Context: an optimization exercise on an open-source flow, tuned for small area and a short achievable clock period. The choices shown serve that exercise and are no tape-out recipe. In this exercise RTL edits were held to simulation tests only and were not proved equivalent to the original. Power figures rest on the tool's default switching activity, not on a simulated workload.

==> flow/design.v <==
package bawsss_pkg;
  localparam int WORD_W          = 16;
  localparam int WAIT_STATES_DEF = 2;
  localparam int DEPTH_LOG2_DEF  = 8;
  typedef enum logic [1:0] {
    IDLE = 2'd0,
    WAIT = 2'd1,
    RESP = 2'd2
  } state_t;
endpackage
module bawsss_sram
#(
  parameter int N = 3
) (
  input  logic [N-1:0] d,
  input  logic [N-1:0] s,
  output logic         yn
);
  assign yn = ~|(d & s);
endmodule
module bawsss_rsp_gate (
  input  logic a,
  input  logic b,
  input  logic v,
  input  logic r,
  output logic y
);
  assign y = (a | b) & v & r;
endmodule
module bawsss_and
#(
  parameter int N = 2
) (
  input  logic [N-1:0] a,
  output logic         y
);
  assign y = &a;
endmodule
module bawsss_dmem_ctrl
#(
  parameter int WAIT_STATES = bawsss_pkg::WAIT_STATES_DEF,
  parameter int DEPTH_LOG2  = bawsss_pkg::DEPTH_LOG2_DEF
) (
  input  logic              clk,
  input  logic              reset,
  input  logic              req,
  input  logic              we,
  input  logic [bawsss_pkg::WORD_W-1:0] addr,
  input  logic [bawsss_pkg::WORD_W-1:0] wdata,
  output logic [bawsss_pkg::WORD_W-1:0] rdata,
  output logic              ready,
  output logic              err
);
  localparam int W     = bawsss_pkg::WORD_W;
  localparam int DEPTH = 1 << DEPTH_LOG2;
  localparam int CB    = DEPTH_LOG2 / 2;            
  localparam int RB    = DEPTH_LOG2 - CB;           
  localparam int NR    = 1 << RB;
  localparam int NC    = 1 << CB;
  localparam int SN    = 3;                         
  localparam int NS    = (DEPTH + SN - 1) / SN;     
  logic                  st_w1;      
  logic                  st_w2;      
  logic                  st_rsp;     
  logic                  idle;
  logic                  accept;
  logic                  fault;
  logic [NR-1:0]         row;        
  logic [NC-1:0]         col;        
  logic                  l_we;
  logic                  l_fault;
  logic                  l_load;     
  logic [NR-1:0]         l_row;
  logic [NC-1:0]         l_col;
  logic [W-1:0]          l_wdata;
  logic                  wr_pend;    
  logic [W-1:0]          rd_qa;      
  logic [W-1:0]          rd_qb;      
  logic                  rd_v;       
  logic [W-1:0]          mem_rdata_a;
  logic [W-1:0]          mem_rdata_b;
  assign idle   = ~(st_w1 | st_w2 | st_rsp);
  assign accept = idle & req;
  assign fault  = addr[0] | (addr[W-1:DEPTH_LOG2+1] != '0);
  always_comb begin
    row = '0;
    col = '0;
    row[addr[DEPTH_LOG2:CB+1]] = 1'b1;
    col[addr[CB:1]]            = 1'b1;
  end
  always_ff @(posedge clk) begin
    st_w1  <= reset & accept;
    st_w2  <= reset & st_w1;
    st_rsp <= reset & st_w2;
  end
  always_ff @(posedge clk) begin
    if (accept) begin
      l_we    <= we;
      l_fault <= fault;
      l_load  <= ~we & ~fault;
      l_row   <= row;
      l_col   <= col;
      l_wdata <= wdata;
    end
  end
  always_ff @(posedge clk) begin
    wr_pend <= st_rsp & reset & l_we & ~l_fault;
    rd_v    <= st_w2 & reset & l_load;
    rd_qa   <= mem_rdata_a;
    rd_qb   <= mem_rdata_b;
  end
  bawsss_and #(.N(2)) u_ready (.a({st_rsp, reset}),          .y(ready));
  bawsss_and #(.N(3)) u_err   (.a({st_rsp, l_fault, reset}), .y(err));
  for (genvar b = 0; b < W; b++) begin : g_rdata
    bawsss_rsp_gate u_rd_gate (
      .a (rd_qa[b]),
      .b (rd_qb[b]),
      .v (rd_v),
      .r (reset),
      .y (rdata[b])
    );
  end
  logic [W-1:0]     mem [0:DEPTH-1];
  logic [NR-1:0]    wrow;
  logic [DEPTH-1:0] sel;
  logic [DEPTH-1:0] wsel;
  assign wrow = l_row & {NR{wr_pend}};
  for (genvar i = 0; i < DEPTH; i++) begin : g_word
    assign sel[i]  = l_row[i / NC] & l_col[i % NC];
    assign wsel[i] = wrow[i / NC]  & l_col[i % NC];
    always_ff @(posedge clk) begin
      if (wsel[i]) begin
        mem[i] <= l_wdata;
      end
    end
  end
  for (genvar b = 0; b < W; b++) begin : g_bit
    logic [NS-1:0] part_n;
    for (genvar g = 0; g < NS; g++) begin : g_slice
      localparam int N = (DEPTH - g*SN < SN) ? DEPTH - g*SN : SN;
      logic [N-1:0] d;
      for (genvar k = 0; k < N; k++) begin : g_d
        assign d[k] = mem[g*SN + k][b];
      end
      bawsss_sram #(.N(N)) u_rd (
        .d  (d),
        .s  (sel[g*SN +: N]),
        .yn (part_n[g])
      );
    end
    assign mem_rdata_a[b] = ~&part_n[NS/2-1:0];
    assign mem_rdata_b[b] = ~&part_n[NS-1:NS/2];
  end
endmodule
export LEC_CHECK = 0
export CAP_MARGIN = 20
export CELL_PAD_IN_SITES_DETAIL_PLACEMENT = 1
export CELL_PAD_IN_SITES_GLOBAL_PLACEMENT = 1
export CORE_MARGIN = 2
export CORE_UTILIZATION = 45
export CTS_BUF_LIST = sky130_fd_sc_hd__clkbuf_8
export CTS_CLUSTER_DIAMETER = 45
export CTS_CLUSTER_SIZE = 12
export PLACE_DENSITY = 0.6
export SETUP_SLACK_MARGIN = 4.3
export SLEW_MARGIN = 20
export SYNTH_HIERARCHICAL = 1
export SYNTH_MEMORY_MAX_BITS = 8192
export SYNTH_MINIMUM_KEEP_SIZE = 0
create_clock -name core_clock -period 8.0 [get_ports {clk}]
standard.sh (not shown) runs the stock make flow with config.mk's settings and CLKGATE_MAP_FILE= SYNTH_SCRIPT=/design/flow/synth_recipe.tcl, a recipe that flattens the netlist after the stock synthesis.
==> flow/flow/run.sh <==
#!/bin/bash
# Own layout flow: the standard ORFS flow, with the port buffers made of
# plain buffers (buf_4) instead of the delay cell buffer_ports picks by default.
set -euo pipefail
export BUFFER_PORTS_ARGS="-buffer_cell sky130_fd_sc_hd__buf_4"
bash standard.sh finish > standard_flow.log 2>&1
==> next run, changes <==
--- a/flow/config.mk
+++ b/flow/config.mk
@@ -11,7 +11,4 @@
 export CORE_MARGIN = 2
 export CORE_UTILIZATION = 45
-export CTS_BUF_LIST = sky130_fd_sc_hd__clkbuf_8
-export CTS_CLUSTER_DIAMETER = 45
-export CTS_CLUSTER_SIZE = 12
 export PLACE_DENSITY = 0.6
 export SETUP_SLACK_MARGIN = 4.3
=> The changed run finished with timing, DRC and antenna clean. Combinational power is about the same. Utilization increases by 0.99 points. Total power went up by 9.3%. Wire length climbs by about 0.54%. Global-route usage increases by 0.12 points. Die area stays the same. Critical path depth falls by 2. Count of clock-buffer cells in the layout went up by 47. Setup slack degrades by 0.019 ns. Worst hold slack is worse by 0.021 ns.
==> next run, changes <==
--- a/flow/config.mk
+++ b/flow/config.mk
@@ -10,7 +10,10 @@
 export CELL_PAD_IN_SITES_GLOBAL_PLACEMENT = 1
 export CORE_MARGIN = 2
-export CORE_UTILIZATION = 45
-export PLACE_DENSITY = 0.6
-export SETUP_SLACK_MARGIN = 4.3
+export CORE_UTILIZATION = 50
+export CTS_BUF_LIST = sky130_fd_sc_hd__clkbuf_8
+export CTS_CLUSTER_DIAMETER = 45
+export CTS_CLUSTER_SIZE = 12
+export PLACE_DENSITY = 0.62
+export SETUP_SLACK_MARGIN = 4.5
 export SLEW_MARGIN = 20
 export SYNTH_HIERARCHICAL = 1
=> Die area is lower by 9.9%; total power falls by 6.9%; wire length drops by 0.51%; synthesized cell count stays the same; non-clock buffer count rises by 10; final area falls by 1.8%; first-iteration DRC count grows by 8.2%; setup slack improved by 0.074 ns; register-to-register slack is better by 0.23 ns.

==> what the ideal ports hide <==
In the flow no input, the clock included, has a driving cell. The finished layouts below were timed again as built, in two steps. Step 1: set_driving_cell puts a clkbuf_16 on clk and a buf_2 on each other input, an assumption about the parent block. Step 2 times the ports against the registers' clock, not the clock port: input delays grow and output delays shrink by t, the midpoint of the rising clock arrivals with the driver on. Three values: ideal, step 1, step 2; two values: the first two.
| run | shift t [ns] | setup WS [ns] | latest minus earliest clock arrival (ns) | slew at the worst register clock pin (ns) |
|---|---|---|---|---|
| the first run | 1.232 | 4.269 / 4.138 / 4.138 | 0.085 / 0.085 | 0.10 / 0.10 |
| the second run | 1.044 | 4.250 / 4.156 / 4.156 | 0.062 / 0.062 | 0.07 / 0.07 |
| the third run | 1.236 | 4.324 / 3.987 / 3.987 | 0.070 / 0.070 | 0.09 / 0.09 |
After both steps every run listed still meets setup and hold. For the third run, which loses most, drivers alone change the setup slack by -0.337 ns; drivers and shift together by -0.337 ns.
